Background: an optimization exercise with open tools, aiming at small area and a short achievable clock period. Do not read the settings as production practice.
The RTL was checked by simulation tests, not by an equivalence proof against the original design.

==> run a <==
==> flow/design.v <==
`timescale 1ns/1ps
module ex_stage_top (
	input  logic         clk,
	input  logic         rst,           
	input  logic [3:0]   dec_valid,
	input  logic [127:0] dec_pc,
	input  logic [127:0] dec_ins,
	input  logic [127:0] dec_op1,
	input  logic [127:0] dec_op2,
	input  logic [8:0]   dispatch_sel,  
	output logic [3:0]   wb_wen,
	output logic [19:0]  wb_rd,
	output logic [127:0] wb_data,
	output logic [3:0]   jump_en,
	output logic [127:0] jump_addr
);
	logic [3:0] issue;
	always_comb begin
		issue = '0;
		for (int l = 0; l < 3; l++) begin
			if (dispatch_sel[3*l +: 3] != 3'd4) issue[dispatch_sel[3*l +: 2]] = 1'b1;
		end
	end
	for (genvar t = 0; t < 4; t++) begin : g_thread
		ex_thread i_thread (
			.clk       (clk),
			.rst       (rst),
			.issue     (issue[t]),
			.dec_valid (dec_valid[t]),
			.dec_pc    (dec_pc[32*t +: 32]),
			.dec_ins   (dec_ins[32*t +: 32]),
			.dec_op1   (dec_op1[32*t +: 32]),
			.dec_op2   (dec_op2[32*t +: 32]),
			.wb_wen    (wb_wen[t]),
			.wb_rd     (wb_rd[5*t +: 5]),
			.wb_data   (wb_data[32*t +: 32]),
			.jump_en   (jump_en[t]),
			.jump_addr (jump_addr[32*t +: 32])
		);
	end
endmodule
module ex_thread (
	input  logic        clk,
	input  logic        rst,
	input  logic        issue,
	input  logic        dec_valid,
	input  logic [31:0] dec_pc,
	input  logic [31:0] dec_ins,
	input  logic [31:0] dec_op1,
	input  logic [31:0] dec_op2,
	output logic        wb_wen,
	output logic [4:0]  wb_rd,
	output logic [31:0] wb_data,
	output logic        jump_en,
	output logic [31:0] jump_addr
);
	localparam logic [2:0] K_NONE = 3'd0, K_ADD = 3'd1, K_SUB = 3'd2, K_XOR = 3'd3,
		K_OR = 3'd4, K_AND = 3'd5, K_BEQ = 3'd6, K_BNE = 3'd7;
	logic [2:0]       h;
	logic [2:0]       q_v;
	logic [2:0][2:0]  q_k;
	logic [2:0][31:0] q_pc;
	logic [2:0][4:0]  q_rd;   
	logic [2:0][6:0]  q_f7;   
	logic [2:0][4:0]  q_rs1;
	logic [2:0][4:0]  q_rs2;
	logic [2:0][31:0] q_a;
	logic [2:0][31:0] q_b;
	logic        r_wen, r_jen, r_cin;
	logic [4:0]  r_rd;
	logic [31:0] r_p, r_g;
	logic [31:0] r_val;  
	pg_add i_add (
		.p   (r_p),
		.g   (r_g),
		.cin (r_cin),
		.s   (r_val)
	);
	assign wb_wen    = r_wen;
	assign wb_rd     = r_rd;
	assign wb_data   = r_val;
	assign jump_en   = r_jen;
	assign jump_addr = r_val;
	logic [2:0]  in_k;
	logic [31:0] in_a, in_b;
	logic [6:0]  opc;
	logic [2:0]  f3;
	logic [6:0]  f7;
	assign opc = dec_ins[6:0];
	assign f3  = dec_ins[14:12];
	assign f7  = dec_ins[31:25];
	always_comb begin
		in_k = K_NONE;
		if (opc == 7'b0110011 && dec_ins[11:7] != 5'd0) begin
			case ({f7, f3})
				{7'h00, 3'b000}: in_k = K_ADD;
				{7'h20, 3'b000}: in_k = K_SUB;
				{7'h00, 3'b100}: in_k = K_XOR;
				{7'h00, 3'b110}: in_k = K_OR;
				{7'h00, 3'b111}: in_k = K_AND;
				default:         in_k = K_NONE;
			endcase
		end else if (opc == 7'b1100011) begin
			if (f3 == 3'b000) in_k = K_BEQ;
			else if (f3 == 3'b001) in_k = K_BNE;
		end
	end
	assign in_a = (r_wen && dec_ins[19:15] == r_rd) ? r_val : dec_op1;
	assign in_b = (r_wen && dec_ins[24:20] == r_rd) ? r_val : dec_op2;
	logic [2:0] m_a, m_b;
	always_comb begin
		for (int i = 0; i < 3; i++) begin
			m_a[i] = r_wen && q_rs1[i] == r_rd;
			m_b[i] = r_wen && q_rs2[i] == r_rd;
		end
	end
	logic        empty;
	logic        e_v;
	logic [2:0]  e_k;
	logic [31:0] e_pc, e_a, e_b;
	logic [4:0]  e_rd;
	logic [6:0]  e_f7;
	logic [2:0]  hk;
	logic [31:0] hpc, ha, hb;
	logic [4:0]  hrd;
	logic [6:0]  hf7;
	logic        hma, hmb;
	always_comb begin
		hk = '0; hpc = '0; hrd = '0; hf7 = '0; ha = '0; hb = '0; hma = 1'b0; hmb = 1'b0;
		for (int i = 0; i < 3; i++) begin
			hk  = hk  | ({3{h[i]}}  & q_k[i]);
			hpc = hpc | ({32{h[i]}} & q_pc[i]);
			hrd = hrd | ({5{h[i]}}  & q_rd[i]);
			hf7 = hf7 | ({7{h[i]}}  & q_f7[i]);
			ha  = ha  | ({32{h[i]}} & q_a[i]);
			hb  = hb  | ({32{h[i]}} & q_b[i]);
			hma = hma | (h[i] & m_a[i]);
			hmb = hmb | (h[i] & m_b[i]);
		end
		empty = q_v == 3'b000;
		if (!empty) begin
			e_k  = hk;
			e_pc = hpc;
			e_rd = hrd;
			e_f7 = hf7;
			e_a  = hma ? r_val : ha;
			e_b  = hmb ? r_val : hb;
		end else begin
			e_k  = in_k;
			e_pc = dec_pc;
			e_rd = dec_ins[11:7];
			e_f7 = f7;
			e_a  = in_a;
			e_b  = in_b;
		end
		e_v = (!empty || dec_valid) && !r_jen;  
	end
	logic [31:0] bx, x, imm;
	logic        is_br, sub, is_as, eq;
	always_comb begin
		sub   = e_k == K_SUB;
		is_as = e_k == K_ADD || e_k == K_SUB;
		is_br = e_k[2] && e_k[1];
		bx    = e_b ^ {32{sub}};
		x     = e_a ^ bx;
		eq    = x == 32'd0;  
		imm   = {{20{e_f7[6]}}, e_rd[0], e_f7[5:0], e_rd[4:1], 1'b0};
	end
	always_ff @(posedge clk) begin
		r_wen <= rst && issue && e_v && e_k != K_NONE && !is_br;
		r_jen <= rst && issue && e_v && is_br && (eq ^ e_k[0]);
		r_cin <= sub;
		r_rd  <= e_rd;
		case (e_k)
			K_OR:         r_p <= e_a | e_b;
			K_AND:        r_p <= e_a & e_b;
			K_BEQ, K_BNE: r_p <= e_pc ^ imm;
			default:      r_p <= x;
		endcase
		r_g <= is_br ? (e_pc & imm) : ({32{is_as}} & e_a & bx);
	end
	logic       dup, shift, store, flush;
	logic [2:0] s_v, h_n, tail;
	always_comb begin
		dup = 1'b0;
		for (int i = 0; i < 3; i++) begin
			if (q_v[i] && q_pc[i] == dec_pc) dup = 1'b1;
		end
		shift = issue && !empty;
		s_v   = shift ? (q_v & ~h) : q_v;         
		h_n   = shift ? {h[1:0], h[2]} : h;
		for (int i = 0; i < 3; i++) begin
			tail[i] = (s_v == 3'b000) ? h_n[i] : (!s_v[i] && s_v[(i+2)%3]);
		end
		store = dec_valid && !dup && !(issue && empty);
		flush = !rst || r_jen;
	end
	always_ff @(posedge clk) begin
		h   <= !rst ? 3'b001 : h_n;
		q_v <= flush ? 3'b000 : (s_v | ({3{store}} & tail));
	end
	for (genvar i = 0; i < 3; i++) begin : g_entry
		logic ld, fa, fb, ha_, hb_;
		assign ld  = !s_v[i];
		assign fa  = s_v[i] && m_a[i];
		assign fb  = s_v[i] && m_b[i];
		assign ha_ = s_v[i] && !m_a[i];
		assign hb_ = s_v[i] && !m_b[i];
		always_ff @(posedge clk) begin
			if (ld) begin
				q_k[i]   <= in_k;
				q_pc[i]  <= dec_pc;
				q_rd[i]  <= dec_ins[11:7];
				q_f7[i]  <= f7;
				q_rs1[i] <= dec_ins[19:15];
				q_rs2[i] <= dec_ins[24:20];
			end
			q_a[i] <= ({32{ld}} & in_a) | ({32{fa}} & r_val) | ({32{ha_}} & q_a[i]);
			q_b[i] <= ({32{ld}} & in_b) | ({32{fb}} & r_val) | ({32{hb_}} & q_b[i]);
		end
	end
endmodule
module pg_add (
	input  logic [31:0] p,
	input  logic [31:0] g,
	input  logic        cin,
	output logic [31:0] s
);
	always_comb begin
		logic [31:0] gg, pp;
		gg = g;
		pp = p;
		gg[0] = g[0] | (p[0] & cin);
		for (int d = 1; d < 32; d = d * 2) begin
			for (int i = 31; i >= d; i--) begin
				gg[i] = gg[i] | (pp[i] & gg[i-d]);
				pp[i] = pp[i] & pp[i-d];
			end
		end
		s = p ^ {gg[30:0], cin};
	end
endmodule
==> flow/run.sh <==
#!/bin/bash
# synth_recipe.tcl (not shown) runs the flow's synth.tcl, then flattens the netlist and writes it again
# the make line also repeats each setting of config.mk as NAME=value (left out here)
make -C /OpenROAD-flow-scripts/flow DESIGN_CONFIG=/design/flow/config.mk WORK_HOME=/design/flow/orfs CLKGATE_MAP_FILE= SYNTH_SCRIPT=/design/flow/synth_recipe.tcl finish
==> flow/config.mk <==
export PLATFORM = sky130hd
export DESIGN_NAME = ex_stage_top
export DESIGN_NICKNAME = ex_stage_top
export VERILOG_FILES = /design/flow/design.v
export SDC_FILE = /design/flow/constraint.sdc
export NUM_CORES = 4
export LEC_CHECK = 0
export CAP_MARGIN = 35
export CORE_MARGIN = 2
export CORE_UTILIZATION = 50
export PLACE_DENSITY = 0.62
export SETUP_SLACK_MARGIN = 0.4
export SLEW_MARGIN = 35
export SYNTH_HIERARCHICAL = 1
==> flow/constraint.sdc <==
create_clock -name core_clock -period 12.0 [get_ports {clk}]
set_input_delay 2.4000 -clock core_clock [delete_from_list [all_inputs] [get_ports {clk}]]
set_output_delay 2.4000 -clock core_clock [all_outputs]
set_load 0.01 [all_outputs]
==> inputs of run b, as changes to run a <==
==> flow/design.v, changed modules only <==
module ex_thread (
	input  logic        clk,
	input  logic        rst,
	input  logic        issue,
	input  logic        dec_valid,
	input  logic [31:0] dec_pc,
	input  logic [31:0] dec_ins,
	input  logic [31:0] dec_op1,
	input  logic [31:0] dec_op2,
	output logic        wb_wen,
	output logic [4:0]  wb_rd,
	output logic [31:0] wb_data,
	output logic        jump_en,
	output logic [31:0] jump_addr
);
	localparam logic [2:0] K_NONE = 3'd0, K_ADD = 3'd1, K_SUB = 3'd2, K_XOR = 3'd3,
		K_OR = 3'd4, K_AND = 3'd5, K_BEQ = 3'd6, K_BNE = 3'd7;
	logic [2:0]       h;
	logic [2:0]       q_v;
	logic [2:0][2:0]  q_k;
	logic [2:0][31:0] q_pc;
	logic [2:0][4:0]  q_rd;   
	logic [2:0][6:0]  q_f7;   
	logic [2:0][4:0]  q_rs1;
	logic [2:0][4:0]  q_rs2;
	logic [2:0][31:0] q_a;
	logic [2:0][31:0] q_b;
	logic        r_wen, r_jen;
	logic [4:0]  r_rd;
	logic [31:0] r_p, r_g;
	logic [31:0] r_val;  
	pg_add i_add (
		.p   (r_p),
		.g   (r_g),
		.s   (r_val)
	);
	assign wb_wen    = r_wen;
	assign wb_rd     = r_rd;
	assign wb_data   = r_val;
	assign jump_en   = r_jen;
	assign jump_addr = r_val;
	logic [2:0]  in_k;
	logic [31:0] in_a, in_b;
	logic [6:0]  opc;
	logic [2:0]  f3;
	logic [6:0]  f7;
	assign opc = dec_ins[6:0];
	assign f3  = dec_ins[14:12];
	assign f7  = dec_ins[31:25];
	always_comb begin
		in_k = K_NONE;
		if (opc == 7'b0110011 && dec_ins[11:7] != 5'd0) begin
			case ({f7, f3})
				{7'h00, 3'b000}: in_k = K_ADD;
				{7'h20, 3'b000}: in_k = K_SUB;
				{7'h00, 3'b100}: in_k = K_XOR;
				{7'h00, 3'b110}: in_k = K_OR;
				{7'h00, 3'b111}: in_k = K_AND;
				default:         in_k = K_NONE;
			endcase
		end else if (opc == 7'b1100011) begin
			if (f3 == 3'b000) in_k = K_BEQ;
			else if (f3 == 3'b001) in_k = K_BNE;
		end
	end
	assign in_a = (r_wen && dec_ins[19:15] == r_rd) ? r_val : dec_op1;
	assign in_b = (r_wen && dec_ins[24:20] == r_rd) ? r_val : dec_op2;
	logic [2:0] m_a, m_b;
	always_comb begin
		for (int i = 0; i < 3; i++) begin
			m_a[i] = r_wen && q_rs1[i] == r_rd;
			m_b[i] = r_wen && q_rs2[i] == r_rd;
		end
	end
	logic        empty;
	logic        e_v;
	logic [2:0]  e_k;
	logic [31:0] e_pc, e_a, e_b;
	logic [4:0]  e_rd;
	logic [6:0]  e_f7;
	logic [2:0]  hk;
	logic [31:0] hpc, ha, hb;
	logic [4:0]  hrd;
	logic [6:0]  hf7;
	logic        hma, hmb;
	always_comb begin
		hk = '0; hpc = '0; hrd = '0; hf7 = '0; ha = '0; hb = '0; hma = 1'b0; hmb = 1'b0;
		for (int i = 0; i < 3; i++) begin
			hk  = hk  | ({3{h[i]}}  & q_k[i]);
			hpc = hpc | ({32{h[i]}} & q_pc[i]);
			hrd = hrd | ({5{h[i]}}  & q_rd[i]);
			hf7 = hf7 | ({7{h[i]}}  & q_f7[i]);
			ha  = ha  | ({32{h[i]}} & q_a[i]);
			hb  = hb  | ({32{h[i]}} & q_b[i]);
			hma = hma | (h[i] & m_a[i]);
			hmb = hmb | (h[i] & m_b[i]);
		end
		empty = q_v == 3'b000;
		if (!empty) begin
			e_k  = hk;
			e_pc = hpc;
			e_rd = hrd;
			e_f7 = hf7;
			e_a  = hma ? r_val : ha;
			e_b  = hmb ? r_val : hb;
		end else begin
			e_k  = in_k;
			e_pc = dec_pc;
			e_rd = dec_ins[11:7];
			e_f7 = f7;
			e_a  = in_a;
			e_b  = in_b;
		end
		e_v = (!empty || dec_valid) && !r_jen;  
	end
	logic [31:0] bx, x, imm;
	logic        is_br, sub, is_as, eq;
	always_comb begin
		sub   = e_k == K_SUB;
		is_as = e_k == K_ADD || e_k == K_SUB;
		is_br = e_k[2] && e_k[1];
		bx    = e_b ^ {32{sub}};
		x     = e_a ^ bx;
		eq    = x == 32'd0;  
		imm   = {{20{e_f7[6]}}, e_rd[0], e_f7[5:0], e_rd[4:1], 1'b0};
	end
	always_ff @(posedge clk) begin
		r_wen <= rst && issue && e_v && e_k != K_NONE && !is_br;
		r_jen <= rst && issue && e_v && is_br && (eq ^ e_k[0]);
		r_rd  <= e_rd;
		case (e_k)
			K_OR:         r_p <= e_a | e_b;
			K_AND:        r_p <= e_a & e_b;
			K_BEQ, K_BNE: r_p <= e_pc ^ imm;
			default:      r_p <= {x[31:1], x[0] ^ sub};  
		endcase
		r_g <= is_br ? (e_pc & imm) : ({32{is_as}} & {e_a[31:1] & bx[31:1], (e_a[0] & bx[0]) | (x[0] & sub)});
	end
	logic       dup, shift, store, flush;
	logic [2:0] s_v, h_n, tail;
	always_comb begin
		dup = 1'b0;
		for (int i = 0; i < 3; i++) begin
			if (q_v[i] && q_pc[i] == dec_pc) dup = 1'b1;
		end
		shift = issue && !empty;
		s_v   = shift ? (q_v & ~h) : q_v;         
		h_n   = shift ? {h[1:0], h[2]} : h;
		for (int i = 0; i < 3; i++) begin
			tail[i] = (s_v == 3'b000) ? h_n[i] : (!s_v[i] && s_v[(i+2)%3]);
		end
		store = dec_valid && !dup && !(issue && empty);
		flush = !rst || r_jen;
	end
	always_ff @(posedge clk) begin
		h   <= !rst ? 3'b001 : h_n;
		q_v <= flush ? 3'b000 : (s_v | ({3{store}} & tail));
	end
	for (genvar i = 0; i < 3; i++) begin : g_entry
		logic ld, fa, fb, ha_, hb_;
		assign ld  = !s_v[i];
		assign fa  = s_v[i] && m_a[i];
		assign fb  = s_v[i] && m_b[i];
		assign ha_ = s_v[i] && !m_a[i];
		assign hb_ = s_v[i] && !m_b[i];
		always_ff @(posedge clk) begin
			if (ld) begin
				q_k[i]   <= in_k;
				q_pc[i]  <= dec_pc;
				q_rd[i]  <= dec_ins[11:7];
				q_f7[i]  <= f7;
				q_rs1[i] <= dec_ins[19:15];
				q_rs2[i] <= dec_ins[24:20];
			end
			q_a[i] <= ({32{ld}} & in_a) | ({32{fa}} & r_val) | ({32{ha_}} & q_a[i]);
			q_b[i] <= ({32{ld}} & in_b) | ({32{fb}} & r_val) | ({32{hb_}} & q_b[i]);
		end
	end
endmodule
module pg_add (
	input  logic [31:0] p,
	input  logic [31:0] g,
	output logic [31:0] s
);
	logic [31:0] g1, g2, g3, g4, g5;
	logic [31:0] p1, p2, p3, p4;
	assign g1[0] = g[0];
	ks_g  #(.W(1))  i_g1 (.gh(g[1]),     .ph(p[1]),     .gl(g[0]),     .go(g1[1]));
	ks_gp #(.W(30)) i_p1 (.gh(g[31:2]),  .ph(p[31:2]),  .gl(g[30:1]),  .pl(p[30:1]),  .go(g1[31:2]),  .po(p1[31:2]));
	assign g2[1:0] = g1[1:0];
	ks_g  #(.W(2))  i_g2 (.gh(g1[3:2]),  .ph(p1[3:2]),  .gl(g1[1:0]),  .go(g2[3:2]));
	ks_gp #(.W(28)) i_p2 (.gh(g1[31:4]), .ph(p1[31:4]), .gl(g1[29:2]), .pl(p1[29:2]), .go(g2[31:4]),  .po(p2[31:4]));
	assign g3[3:0] = g2[3:0];
	ks_g  #(.W(4))  i_g3 (.gh(g2[7:4]),  .ph(p2[7:4]),  .gl(g2[3:0]),  .go(g3[7:4]));
	ks_gp #(.W(24)) i_p3 (.gh(g2[31:8]), .ph(p2[31:8]), .gl(g2[27:4]), .pl(p2[27:4]), .go(g3[31:8]),  .po(p3[31:8]));
	assign g4[7:0] = g3[7:0];
	ks_g  #(.W(8))  i_g4 (.gh(g3[15:8]), .ph(p3[15:8]), .gl(g3[7:0]),  .go(g4[15:8]));
	ks_gp #(.W(16)) i_p4 (.gh(g3[31:16]), .ph(p3[31:16]), .gl(g3[23:8]), .pl(p3[23:8]), .go(g4[31:16]), .po(p4[31:16]));
	assign g5[15:0] = g4[15:0];
	ks_g  #(.W(16)) i_g5 (.gh(g4[31:16]), .ph(p4[31:16]), .gl(g4[15:0]), .go(g5[31:16]));
	ks_x i_x (.p(p), .c({g5[30:0], 1'b0}), .s(s));
endmodule
module ks_g #(
	parameter int W = 1
) (
	input  logic [W-1:0] gh,
	input  logic [W-1:0] ph,
	input  logic [W-1:0] gl,
	output logic [W-1:0] go
);
	assign go = gh | (ph & gl);
endmodule
module ks_gp #(
	parameter int W = 1
) (
	input  logic [W-1:0] gh,
	input  logic [W-1:0] ph,
	input  logic [W-1:0] gl,
	input  logic [W-1:0] pl,
	output logic [W-1:0] go,
	output logic [W-1:0] po
);
	assign go = gh | (ph & gl);
	assign po = ph & pl;
endmodule
module ks_x (
	input  logic [31:0] p,
	input  logic [31:0] c,
	output logic [31:0] s
);
	assign s = p ^ c;
endmodule
==> flow/flow/run.sh (new file) <==
#!/bin/bash
# Standard synthesis, then the standard flow's own layout with two changes: port buffers
# of a plain buffer cell (not the slow delay buffer buffer_ports picks by
# itself), and timing repair aimed at a tighter setup margin.
set -euo pipefail
bash standard.sh synth > synth.log 2>&1
bash standard.sh finish SETUP_SLACK_MARGIN=7.0 "BUFFER_PORTS_ARGS=-buffer_cell sky130_fd_sc_hd__buf_2" > layout.log 2>&1
==> flow/standard.sh (new file) <==
#!/bin/bash
# synth_recipe.tcl (not shown) runs the flow's synth.tcl, then flattens the netlist and writes it again
# the make line also repeats each setting of config.mk as NAME=value (left out here)
make -C /OpenROAD-flow-scripts/flow DESIGN_CONFIG=/design/flow/config.mk WORK_HOME=/design/flow/orfs CLKGATE_MAP_FILE= SYNTH_SCRIPT=/design/flow/synth_recipe.tcl "${@:-finish}"
--- a/flow/config.mk
+++ b/flow/config.mk
@@ -8,6 +8,6 @@
 export CAP_MARGIN = 35
 export CORE_MARGIN = 2
-export CORE_UTILIZATION = 50
-export PLACE_DENSITY = 0.62
+export CORE_UTILIZATION = 30
+export PLACE_DENSITY = 0.45
 export SETUP_SLACK_MARGIN = 0.4
 export SLEW_MARGIN = 35
removed: flow/run.sh
==> flow_summary.json <==
{
  "outcome": "finished clean",
  "power_frac_seq_pct": 29.3,
  "dieArea_um2": 187000,
  "startpoint": "g_thread[3].i_thread.r_p[0]",
  "multi_input_area_share_pct": 42.1,
  "grt_pass1_wl_mm": 542,
  "r2r_slack_ns": 6.60,
  "holdPathEnd": "g_thread[0].i_thread.q_a[77]",
  "clk_path_buf_depth": 3,
  "final_area_um2": 108000,
  "grt_max_degree": 94
}
the above is filed under run a

==> flow_summary.json <==
{
  "r2r_slack_ns": 6.79,
  "final_area_um2": 115000,
  "dieArea_um2": 312000,
  "holdPathEnd": "g_thread[0].i_thread.q_a[36]",
  "grt_max_degree": 100,
  "startpoint": "dec_ins[2]",
  "grt_pass1_wl_mm": 591,
  "outcome": "finished clean"
}
the above is filed under run b

port drivers added, routing unchanged:
No port has a modelled driver above. Below, the same layouts with a new extraction and two added sets of constraints.
Step 1 (the two cells are an assumption about what drives the block):
set clk [get_ports {clk}]
set_driving_cell -lib_cell sky130_fd_sc_hd__clkbuf_16 $clk
set_driving_cell -lib_cell sky130_fd_sc_hd__buf_2 [delete_from_list [all_inputs] $clk]
Step 2 adds t to the input delays and takes it off the output delays; t is the mean of the earliest and latest rising clock arrival at the registers after step 1. Input paths then give back, and output paths get back, about the clock's delay inside the block.
Slacks: ideal ports / drivers / drivers and shift; pairs: ideal ports / drivers.
| run | shift t [ns] | slack for setup (ns) | cell pins on the clock port's net |
|---|---|---|---|
| run a | 0.951 | 4.822 / 4.733 / 4.739 | 1 |
| run b | 0.982 | 6.386 / 6.467 / 5.485 | 1 |
After both steps every run listed still meets setup and hold. The setup slack of run b, which loses most, moves by +0.081 ns with the drivers and by -0.901 ns with both steps.
